What follows belongs to an exercise in optimizing a design on an open flow for small area, a short achievable clock period and few clock cycles per item; a production flow would make more cautious choices. Only simulation tests tie the RTL to the original design; equivalence was not proved.

==> inputs of raven <==
==> flow/design.v (excerpt) <==
module jacobi_polynomial_eval (
	input logic clk,
	input logic arst_n,
	input logic cfg_we,
	input logic [1:0] cfg_addr,
	input logic [31:0] cfg_data,
	input logic s_tvalid,
	output logic s_tready,
	input logic [31:0] s_tdata,
	output logic m_tvalid,
	input logic m_tready,
	output logic [55:0] m_tdata
);
	typedef enum logic [5:0] {
		S_IDLE, S_AB, S_FA1, S_FA2, S_FB1, S_FB2, S_FB3,
		S_P1BA, S_P1BB, S_M3A, S_INA, S_G1A, S_M5, S_P2AA, S_P2AB, S_SW1,
		S_P1AA, S_P1AB, S_M3B, S_INB, S_G1B, S_DEN, S_P2BA, S_P2BB, S_SW2,
		S_FNAA, S_FNAB, S_OUTA, S_FNBA, S_FNBB, S_OUTB
	} state_t;
	localparam logic [62:0] MAX63 = '1;
	state_t state_q, state_d;
	logic [5:0] degree_q;
	logic [21:0] alpha_q, beta_q;
	logic [31:0] scale_q;
	logic [31:0] xa_q, xb_q;
	logic xa_s, xb_s, pb_q;
	logic [5:0] kp_q, kp_d;
	logic sata_q, satb_q, satpa_q, satpb_q, sata_p, satb_p;
	logic hsat;
	logic [47:0] val_q;
	logic ovf_q, mv_q;
	logic t_s, g0_s, ab_s, den_s, ya_s, yb_s, g1a_s, g1b_s, p2a_s, p2b_s;
	logic t_x, g1a_x, g1b_x, p2a_x, p2b_x;
	logic [62:0] t_m, ya_m, yb_m, g1a_m, g1b_m, p2a_m, p2b_m;
	logic [51:0] g0_m, den_m;
	logic [42:0] ab_m;
	logic [57:0] acc_q;
	logic dv_busy, dv_done, dv_s, dv_sat, acka, ackb;
	logic [62:0] dv_m;
	logic [5:0] nn;
	assign nn = (degree_q > 6'd32) ? 6'd32 : degree_q;
	logic out_free;
	assign out_free = !mv_q || m_tready;
	logic sw1_go, sw2_go;
	assign sw1_go = (kp_q < 6'd3) || dv_done;
	assign sw2_go = (kp_q < 6'd3) || !pb_q || dv_done;
	function automatic state_t next_state(input state_t st, input logic sv,
			input logic of, input logic [5:0] kp, input logic [5:0] n,
			input logic g1, input logic g2, input logic pb);
		next_state = st;
		case (st)
			S_IDLE: if (sv) next_state = S_AB;
			S_AB: next_state = S_FA1;
			S_FA1: next_state = S_FA2;
			S_FA2: next_state = S_FB1;
			S_FB1: next_state = S_FB2;
			S_FB2: next_state = S_FB3;
			S_FB3: next_state = (n < 6'd2) ? S_FNAA : S_M3A;
			S_P1BA: next_state = S_P1BB;
			S_P1BB: next_state = S_M3A;
			S_M3A: next_state = (kp <= n) ? S_INA : S_SW1;
			S_INA: next_state = S_G1A;
			S_G1A: next_state = S_M5;
			S_M5: next_state = S_P2AA;
			S_P2AA: next_state = S_P2AB;
			S_P2AB: next_state = S_SW1;
  ...
export LEC_CHECK = 0
export CAP_MARGIN = 40
export CORE_MARGIN = 2
export CORE_UTILIZATION = 40
export SLEW_MARGIN = 40
create_clock -name core_clock -period 20.0 [get_ports {clk}]
standard.sh (not shown) runs the stock make flow with config.mk's settings and CLKGATE_MAP_FILE= SYNTH_SCRIPT=/design/flow/synth_recipe.tcl, a recipe that flattens the netlist after the stock synthesis.
==> flow/flow/run.sh <==
#!/bin/bash
set -euo pipefail
bash standard.sh SETUP_SLACK_MARGIN=11 finish > flow_standard.log 2>&1
==> lagoon: changes against raven <==
--- a/flow/design.v
+++ b/flow/design.v
@@ -103,26 +103,26 @@
 );
 	logic busy_q, big_q, neg_q, zero_q, pn_q, dens_q;
 	logic [6:0] p_q, p_d;
 	logic [51:0] rem_q, den_q;
 	logic [53:0] den3_q;
 	logic [63:0] nq_q;
 	logic fin;
-	logic sk64, sk48, sk32, sk16;
+	logic sk64, sk60, sk56, sk48;
 	logic [51:0] rem_c [3];
 	logic [1:0] q0, q1;
 	logic [51:0] dn;
 	logic [63:0] n64;
 	assign dn = ld ? d_m : den_q;
 	assign n64 = {1'b0, n_m};
 	always_comb begin
 		sk64 = (n64[63:52] == '0) && (n64[51:0] < dn);
+		sk60 = (n64[63:56] == '0) && (n64[55:4] < dn);
+		sk56 = (n64[63:60] == '0) && (n64[59:8] < dn);
 		sk48 = ({4'd0, n64[63:16]} < dn);
-		sk32 = ({20'd0, n64[63:32]} < dn);
-		sk16 = ({36'd0, n64[63:48]} < dn);
 	end
 	assign rem_c[0] = rem_q;
 	jpe_div_cell u_c0 (
 		.den(den_q), .den3(den3_q), .nb(nq_q[63:62] & {2{pn_q}}),
 		.rem_in(rem_c[0]), .rem_out(rem_c[1]), .q(q0)
 	);
 	jpe_div_cell u_c1 (
@@ -157,26 +157,26 @@
 		if (start) begin
 			pn_q <= !sk64;
 			big_q <= 1'b0;
 			if (sk64) begin
 				p_q <= 7'd64;
 				rem_q <= n64[51:0];
 				nq_q <= '0;
+			end else if (sk60) begin
+				p_q <= 7'd60;
+				rem_q <= n64[55:4];
+				nq_q <= {n64[3:0], 60'd0};
+			end else if (sk56) begin
+				p_q <= 7'd56;
+				rem_q <= n64[59:8];
+				nq_q <= {n64[7:0], 56'd0};
 			end else if (sk48) begin
 				p_q <= 7'd48;
 				rem_q <= 52'(n64[63:16]);
 				nq_q <= {n64[15:0], 48'd0};
-			end else if (sk32) begin
-				p_q <= 7'd32;
-				rem_q <= 52'(n64[63:32]);
-				nq_q <= {n64[31:0], 32'd0};
-			end else if (sk16) begin
-				p_q <= 7'd16;
-				rem_q <= 52'(n64[63:48]);
-				nq_q <= {n64[47:0], 16'd0};
 			end else begin
 				p_q <= '0;
 				rem_q <= '0;
 				nq_q <= n64;
 			end
 			if (ld) begin
 				den_q <= d_m;
@@ -264,15 +264,15 @@
 			S_P2AB: next_state = S_SW1;
 			S_SW1: if (g1) next_state = (kp <= n) ? S_P1AA : S_FNAA;
 			S_P1AA: next_state = S_P1AB;
 			S_P1AB: next_state = S_M3B;
 			S_M3B: next_state = S_INB;
 			S_INB: next_state = S_G1B;
 			S_G1B: next_state = S_DEN;
-			S_DEN: next_state = S_P2BA;
+			S_DEN: next_state = (kp == 6'd2) ? S_SW2 : S_P2BA;
 			S_P2BA: next_state = S_P2BB;
 			S_P2BB: next_state = S_SW2;
 			S_SW2: if (g2) next_state = (kp > n) ? S_FNBA : S_P1BA;
 			S_FNAA: next_state = S_FNAB;
 			S_FNAB: next_state = S_OUTA;
 			S_OUTA: if (of) next_state = pb ? S_SW2 : S_IDLE;
 			S_FNBA: next_state = S_FNBB;
@@ -498,15 +498,16 @@
 			S_FA1, S_FA2, S_FB1, S_FB2, S_FB3, S_M3A, S_INA, S_SW1, S_M3B, S_INB,
 			S_SW2, S_FNAB, S_FNBB: t_we = 1'b1;
 			default: t_we = 1'b0;
 		endcase
 		g1a_we = (state_q == S_INA || state_q == S_G1A || state_q == S_P1AB);
 		g1b_we = (state_q == S_INB || state_q == S_G1B || state_q == S_P1BB);
 		p2a_we = (state_q == S_P2AB || state_q == S_M3B);
-		p2b_we = (state_q == S_P2BB || (state_q == S_M3A && kp_q >= 6'd3));
+		p2b_we = (state_q == S_P2BB || (state_q == S_M3A && kp_q >= 6'd3)
+			|| (state_q == S_M3B && kp_q == 6'd2));
 	end
 	logic ax_s, ay_s, z_s, z_sat;
 	logic [62:0] ax_m, ay_m, z_m;
 	logic [63:0] zsum;
 	always_comb begin
 		case (state_q)
 			S_FB1, S_FB3: begin ax_m = 63'({ap1_m, 16'd0}); ax_s = ap1[24]; end
@@ -661,14 +662,17 @@
 		end else if (state_q == S_M3B) begin
 			p2a_m <= z_m;
 			p2a_s <= z_s;
 		end
 		if (state_q == S_P2BB) begin
 			p2b_m <= r_m;
 			p2b_s <= r_s;
+		end else if (state_q == S_M3B && kp_q == 6'd2) begin
+			p2b_m <= p2a_m;
+			p2b_s <= p2a_s;
 		end else if (state_q == S_M3A && kp_q >= 6'd3) begin
 			p2b_m <= z_m;
 			p2b_s <= z_s;
 		end
 		if (state_q == S_DEN) begin
 			den_m <= r_m[51:0];
 			den_s <= r_s;
==> results.txt <==
Routing:
- The number of iterations in the first detailed-routing pass is 14.

Finish:
- The antenna diode count is 56.
- From synthesis to final layout, the design area changed by 14.76%.
- The buffer share of cell area is 5.668%.
- The number of logic inverters in the finished layout is 1,443.
- Across the whole layout, storage elements account for 34,330 sq um.

Status:
- The run finished with no timing, DRC or antenna violations.

Global routing:
- In the global route stage, met2 resource usage came out at roughly 54%.
- The overall routing resource usage is 37.88%.

Die:
- The core footprint is approximately 370,000 sq um.

Clock network:
- Buffers added to address setup during post-CTS repair amount to 142.
-- figures above: lagoon

==> results.txt <==
Status:
- The flow ran to the end and the layout has no timing, DRC or antenna violations.

Finish:
- The sequential standard cell area is 34,320 sq um.
- The number of logic inverters in the finished layout is 1,411.
- Measured on the final layout, buffering overhead outside the clock network stands at 5.226%.
- The repair_antennas step left the layout with diodes totalling 50.

Synth:
- The count of flip-flops with a built-in enable after synthesis is 949.

Die:
- From bottom edge to top edge, the die measures 609.6 um.
- After floorplanning, the core was sized to cover 365,300 sq um.

Setup path:
- STA classifies the critical path endpoint as a register.
- The data required time at the worst endpoint is 20,710 ps.
- The critical path's top delay family is adder cells.

Clock network:
- Once the clock tree was built, the setup fixing pass inserted between 90 and 100 buffers.

Global routing:
- The met2 track demand over resource in global routing is ~54%.

Routing:
- The number of iterations in the first detailed-routing pass is 10.
-- figures above: raven

Testbench counts of raven, summed over its fixed seeds: cycles 51,072, items 576.
Testbench counts of lagoon, summed over its fixed seeds: cycles 47,602, items 576.

==> inputs of branch pepper <==
jacobi_polynomial_eval, a different RTL version from the one above (not shown whole).
==> flow/config.mk <==
export PLATFORM = sky130hd
export DESIGN_NAME = jacobi_polynomial_eval
export DESIGN_NICKNAME = jacobi_polynomial_eval
export VERILOG_FILES = /design/flow/design.v
export SDC_FILE = /design/flow/constraint.sdc
export NUM_CORES = 4
export LEC_CHECK = 0
export CAP_MARGIN = 40
export CORE_MARGIN = 2
export CORE_UTILIZATION = 40
export SLEW_MARGIN = 40
==> flow/constraint.sdc <==
create_clock -name core_clock -period 20.0 [get_ports {clk}]
set_input_delay 4.0000 -clock core_clock [delete_from_list [all_inputs] [get_ports {clk}]]
set_output_delay 4.0000 -clock core_clock [all_outputs]
set_load 0.01 [all_outputs]
Scripts as last shown in full above: flow/flow/run.sh
==> branch yarrow: changes against branch pepper <==
--- a/flow/design.v
+++ b/flow/design.v
@@ -103,26 +103,26 @@
 );
 	logic busy_q, big_q, neg_q, zero_q, pn_q, dens_q;
 	logic [6:0] p_q, p_d;
 	logic [51:0] rem_q, den_q;
 	logic [53:0] den3_q;
 	logic [63:0] nq_q;
 	logic fin;
-	logic sk64, sk48, sk32, sk16;
+	logic sk64, sk60, sk56, sk48;
 	logic [51:0] rem_c [3];
 	logic [1:0] q0, q1;
 	logic [51:0] dn;
 	logic [63:0] n64;
 	assign dn = ld ? d_m : den_q;
 	assign n64 = {1'b0, n_m};
 	always_comb begin
 		sk64 = (n64[63:52] == '0) && (n64[51:0] < dn);
+		sk60 = (n64[63:56] == '0) && (n64[55:4] < dn);
+		sk56 = (n64[63:60] == '0) && (n64[59:8] < dn);
 		sk48 = ({4'd0, n64[63:16]} < dn);
-		sk32 = ({20'd0, n64[63:32]} < dn);
-		sk16 = ({36'd0, n64[63:48]} < dn);
 	end
 	assign rem_c[0] = rem_q;
 	jpe_div_cell u_c0 (
 		.den(den_q), .den3(den3_q), .nb(nq_q[63:62] & {2{pn_q}}),
 		.rem_in(rem_c[0]), .rem_out(rem_c[1]), .q(q0)
 	);
 	jpe_div_cell u_c1 (
@@ -157,26 +157,26 @@
 		if (start) begin
 			pn_q <= !sk64;
 			big_q <= 1'b0;
 			if (sk64) begin
 				p_q <= 7'd64;
 				rem_q <= n64[51:0];
 				nq_q <= '0;
+			end else if (sk60) begin
+				p_q <= 7'd60;
+				rem_q <= n64[55:4];
+				nq_q <= {n64[3:0], 60'd0};
+			end else if (sk56) begin
+				p_q <= 7'd56;
+				rem_q <= n64[59:8];
+				nq_q <= {n64[7:0], 56'd0};
 			end else if (sk48) begin
 				p_q <= 7'd48;
 				rem_q <= 52'(n64[63:16]);
 				nq_q <= {n64[15:0], 48'd0};
-			end else if (sk32) begin
-				p_q <= 7'd32;
-				rem_q <= 52'(n64[63:32]);
-				nq_q <= {n64[31:0], 32'd0};
-			end else if (sk16) begin
-				p_q <= 7'd16;
-				rem_q <= 52'(n64[63:48]);
-				nq_q <= {n64[47:0], 16'd0};
 			end else begin
 				p_q <= '0;
 				rem_q <= '0;
 				nq_q <= n64;
 			end
 			if (ld) begin
 				den_q <= d_m;
@@ -220,21 +220,19 @@
 	logic [5:0] degree_q;
 	logic [21:0] alpha_q, beta_q;
 	logic [31:0] scale_q;
 	logic [31:0] xa_q, xb_q;
 	logic xa_s, xb_s, pb_q;
 	logic [5:0] kp_q, kp_d;
 	logic sata_q, satb_q, satpa_q, satpb_q, sata_p, satb_p;
-	logic [3:0] satp_q;
-	assign sata_p = satpa_q & (|satp_q);
-	assign satb_p = satpb_q & (|satp_q);
+	logic hsat;
 	logic [47:0] val_q;
 	logic ovf_q, mv_q;
 	logic t_s, g0_s, ab_s, den_s, ya_s, yb_s, g1a_s, g1b_s, p2a_s, p2b_s;
-	logic [3:0] t_xp, g1a_xp, g1b_xp, p2a_xp, p2b_xp;
+	logic t_x, g1a_x, g1b_x, p2a_x, p2b_x;
 	logic [62:0] t_m, ya_m, yb_m, g1a_m, g1b_m, p2a_m, p2b_m;
 	logic [51:0] g0_m, den_m;
 	logic [42:0] ab_m;
 	logic [57:0] acc_q;
 	logic dv_busy, dv_done, dv_s, dv_sat, acka, ackb;
 	logic [62:0] dv_m;
 	logic [5:0] nn;
@@ -266,15 +264,15 @@
 			S_P2AB: next_state = S_SW1;
 			S_SW1: if (g1) next_state = (kp <= n) ? S_P1AA : S_FNAA;
 			S_P1AA: next_state = S_P1AB;
 			S_P1AB: next_state = S_M3B;
 			S_M3B: next_state = S_INB;
 			S_INB: next_state = S_G1B;
 			S_G1B: next_state = S_DEN;
-			S_DEN: next_state = S_P2BA;
+			S_DEN: next_state = (kp == 6'd2) ? S_SW2 : S_P2BA;
 			S_P2BA: next_state = S_P2BB;
 			S_P2BB: next_state = S_SW2;
 			S_SW2: if (g2) next_state = (kp > n) ? S_FNBA : S_P1BA;
 			S_FNAA: next_state = S_FNAB;
 			S_FNAB: next_state = S_OUTA;
 			S_OUTA: if (of) next_state = pb ? S_SW2 : S_IDLE;
 			S_FNBA: next_state = S_FNBB;
@@ -459,32 +457,58 @@
 		mc = ({65{cs_q[C_15]}} & 65'h8000)
 			| ({65{cs_q[C_29]}} & 65'h2000_0000)
 			| ({65{cs_q[C_31]}} & 65'h8000_0000)
 			| ({65{cs_q[C_ACC]}} & 65'(acc_q));
 	end
 	jpe_qmul u_mul (.a(ma), .b_one(bo_q), .b_two(bt_q), .b_neg(bn_q), .c(mc), .p(mp));
 	logic r_s;
-	logic [3:0] r_sp;
 	logic [62:0] r_m;
 	always_comb begin
 		r_s = m_as ^ m_bs;
 		if (cs_q[C_15])
 			r_m = mp[78:16];
 		else if (cs_q[C_29])
 			r_m = 63'(mp[89:30]);
 		else
 			r_m = mp[62:0];
 	end
 	logic [62:0] t_e, g1a_e, g1b_e, p2a_e, p2b_e;
-	assign r_sp = cs_q[C_ACC] ? {|mp[89:81], |mp[80:75], |mp[74:69], |mp[68:63]} : 4'd0;
-	assign t_e = (|t_xp) ? MAX63 : t_m;
-	assign g1a_e = (|g1a_xp) ? MAX63 : g1a_m;
-	assign g1b_e = (|g1b_xp) ? MAX63 : g1b_m;
-	assign p2a_e = (|p2a_xp) ? MAX63 : p2a_m;
-	assign p2b_e = (|p2b_xp) ? MAX63 : p2b_m;
+	logic [26:0] hi_q;
+	logic hv_q;
+	logic tg_t, tg_g1a, tg_g1b, tg_p2a, tg_p2b;
+	always_ff @(posedge clk) begin
+		hi_q <= mp[89:63];
+		hv_q <= cs_q[C_ACC];
+		tg_t <= (state_q == S_FNAB || state_q == S_FNBB);
+		tg_g1a <= (state_q == S_P1AB);
+		tg_g1b <= (state_q == S_P1BB);
+		tg_p2a <= (state_q == S_P2AB);
+		tg_p2b <= (state_q == S_P2BB);
+	end
+	assign hsat = hv_q & (|hi_q);
+	assign sata_p = satpa_q & hsat;
+	assign satb_p = satpb_q & hsat;
+	assign t_e = (tg_t ? hsat : t_x) ? MAX63 : t_m;
+	assign g1a_e = (tg_g1a ? hsat : g1a_x) ? MAX63 : g1a_m;
+	assign g1b_e = (tg_g1b ? hsat : g1b_x) ? MAX63 : g1b_m;
+	assign p2a_e = (tg_p2a ? hsat : p2a_x) ? MAX63 : p2a_m;
+	assign p2b_e = (tg_p2b ? hsat : p2b_x) ? MAX63 : p2b_m;
+	logic t_we, g1a_we, g1b_we, p2a_we, p2b_we;
+	always_comb begin
+		case (state_q)
+			S_FA1, S_FA2, S_FB1, S_FB2, S_FB3, S_M3A, S_INA, S_SW1, S_M3B, S_INB,
+			S_SW2, S_FNAB, S_FNBB: t_we = 1'b1;
+			default: t_we = 1'b0;
+		endcase
+		g1a_we = (state_q == S_INA || state_q == S_G1A || state_q == S_P1AB);
+		g1b_we = (state_q == S_INB || state_q == S_G1B || state_q == S_P1BB);
+		p2a_we = (state_q == S_P2AB || state_q == S_M3B);
+		p2b_we = (state_q == S_P2BB || (state_q == S_M3A && kp_q >= 6'd3)
+			|| (state_q == S_M3B && kp_q == 6'd2));
+	end
 	logic ax_s, ay_s, z_s, z_sat;
 	logic [62:0] ax_m, ay_m, z_m;
 	logic [63:0] zsum;
 	always_comb begin
 		case (state_q)
 			S_FB1, S_FB3: begin ax_m = 63'({ap1_m, 16'd0}); ax_s = ap1[24]; end
 			S_M3A: begin ax_m = g1b_e; ax_s = g1b_s; end
@@ -599,15 +623,14 @@
 			ab_s <= r_s;
 		end
 		case (state_q)
 			S_FA1, S_FA2, S_FB1, S_FB2, S_FB3, S_M3A, S_INA, S_SW1, S_M3B, S_INB,
 			S_SW2, S_FNAB, S_FNBB: begin
 				t_m <= r_m;
 				t_s <= r_s;
-				t_xp <= r_sp;
 			end
 			default: ;
 		endcase
 		if (state_q == S_FB1) begin
 			ya_m <= (nn == 6'd0) ? 63'h1_0000_0000 : z_m;
 			ya_s <= (nn == 6'd0) ? 1'b0 : z_s;
 		end
@@ -620,51 +643,59 @@
 			ya_s <= dv_s;
 		end
 		if (ackb) begin
 			yb_m <= dv_m;
 			yb_s <= dv_s;
 		end
 		case (state_q)
-			S_INA: begin g1a_m <= z_m; g1a_s <= z_s; g1a_xp <= 4'd0; end
-			S_G1A, S_P1AB: begin g1a_m <= r_m; g1a_s <= r_s; g1a_xp <= r_sp; end
+			S_INA: begin g1a_m <= z_m; g1a_s <= z_s; end
+			S_G1A, S_P1AB: begin g1a_m <= r_m; g1a_s <= r_s; end
 			default: ;
 		endcase
 		case (state_q)
-			S_INB: begin g1b_m <= z_m; g1b_s <= z_s; g1b_xp <= 4'd0; end
-			S_G1B, S_P1BB: begin g1b_m <= r_m; g1b_s <= r_s; g1b_xp <= r_sp; end
+			S_INB: begin g1b_m <= z_m; g1b_s <= z_s; end
+			S_G1B, S_P1BB: begin g1b_m <= r_m; g1b_s <= r_s; end
 			default: ;
 		endcase
 		if (state_q == S_P2AB) begin
 			p2a_m <= r_m;
 			p2a_s <= r_s;
-			p2a_xp <= r_sp;
 		end else if (state_q == S_M3B) begin
 			p2a_m <= z_m;
 			p2a_s <= z_s;
-			p2a_xp <= 4'd0;
 		end
 		if (state_q == S_P2BB) begin
 			p2b_m <= r_m;
 			p2b_s <= r_s;
-			p2b_xp <= r_sp;
+		end else if (state_q == S_M3B && kp_q == 6'd2) begin
+			p2b_m <= p2a_m;
+			p2b_s <= p2a_s;
 		end else if (state_q == S_M3A && kp_q >= 6'd3) begin
 			p2b_m <= z_m;
 			p2b_s <= z_s;
-			p2b_xp <= 4'd0;
 		end
 		if (state_q == S_DEN) begin
 			den_m <= r_m[51:0];
 			den_s <= r_s;
 		end
 		if (state_q == S_M5) begin
 			g0_m <= r_m[51:0];
 			g0_s <= r_s;
 		end
 		acc_q <= mp[89:32];
-		satp_q <= r_sp;
+		if (tg_t) t_x <= hsat;
+		else if (t_we) t_x <= 1'b0;
+		if (tg_g1a) g1a_x <= hsat;
+		else if (g1a_we) g1a_x <= 1'b0;
+		if (tg_g1b) g1b_x <= hsat;
+		else if (g1b_we) g1b_x <= 1'b0;
+		if (tg_p2a) p2a_x <= hsat;
+		else if (p2a_we) p2a_x <= 1'b0;
+		if (tg_p2b) p2b_x <= hsat;
+		else if (p2b_we) p2b_x <= 1'b0;
 		satpa_q <= (state_q == S_P2AB || state_q == S_P1AB || state_q == S_FNAB);
 		satpb_q <= (state_q == S_P2BB || state_q == S_P1BB || state_q == S_FNBB);
 		if (state_q == S_IDLE)
 			sata_q <= 1'b0;
 		else
 			sata_q <= sata_q | sata_p | (state_q == S_M3B && z_sat) | (acka && dv_sat);
 		if (state_q == S_IDLE)
==> flow/config.mk (replaced) <==
export PLATFORM = sky130hd
export DESIGN_NAME = jacobi_polynomial_eval
export DESIGN_NICKNAME = jacobi_polynomial_eval
export VERILOG_FILES = /design/flow/design.v
export SDC_FILE = /design/flow/constraint.sdc
export NUM_CORES = 4
export LEC_CHECK = 0
export CAP_MARGIN = 40
export CORE_MARGIN = 2
export CORE_UTILIZATION = 45
export SLEW_MARGIN = 40
==> notes <==
In first-iteration DRC count, branch pepper and branch yarrow hardly differ.
Sequential share of layout area: branch pepper is higher than branch yarrow (0.27 points).
Of branch pepper and branch yarrow, branch yarrow has the higher via count (gap about 1.7%, measured against branch yarrow).
Branch yarrow completed with no timing, DRC or antenna violations. Branch pepper completed with no timing, DRC or antenna violations.
Of branch yarrow and branch pepper, branch yarrow has the higher global-route usage (gap 5.4 points).
Between branch yarrow and branch pepper, the lower area after synthesis is in branch pepper (gap about 1.3%, measured against branch pepper).
Testbench counts of branch pepper, summed over its fixed seeds: cycles 51,072, items 576.
Testbench counts of branch yarrow, summed over its fixed seeds: cycles 47,602, items 576.

[port drivers added, routing unchanged]
How much do the figures lean on ideal ports? The routed layouts below were timed once more, with nothing changed but the port constraints.
Step 1 assumes that a clkbuf_16 drives the clock port and a buf_2 every other input.
Step 2 also shifts input and output timing later by t, the mid clock arrival at the registers, as if the neighbouring blocks saw the same clock.
Three values: ideal ports, drivers, drivers and shift; two values: the first two.
run | shift t [ns] | setup slack, ns | worst hold slack (ns) | worst setup path after step 2
raven | 0.977 | 10.604 / 10.604 / 10.604 | 0.470 / 0.470 / 0.470 | register to register
lagoon | 0.960 | 10.272 / 10.272 / 10.272 | 0.460 / 0.460 / 0.460 | register to register
branch pepper | 0.958 | 10.484 / 10.484 / 10.484 | 0.466 / 0.466 / 0.466 | register to register
branch yarrow | 0.956 | 10.323 / 10.323 / 10.323 | 0.453 / 0.453 / 0.453 | register to register
After both steps setup and hold are still met in every run listed.
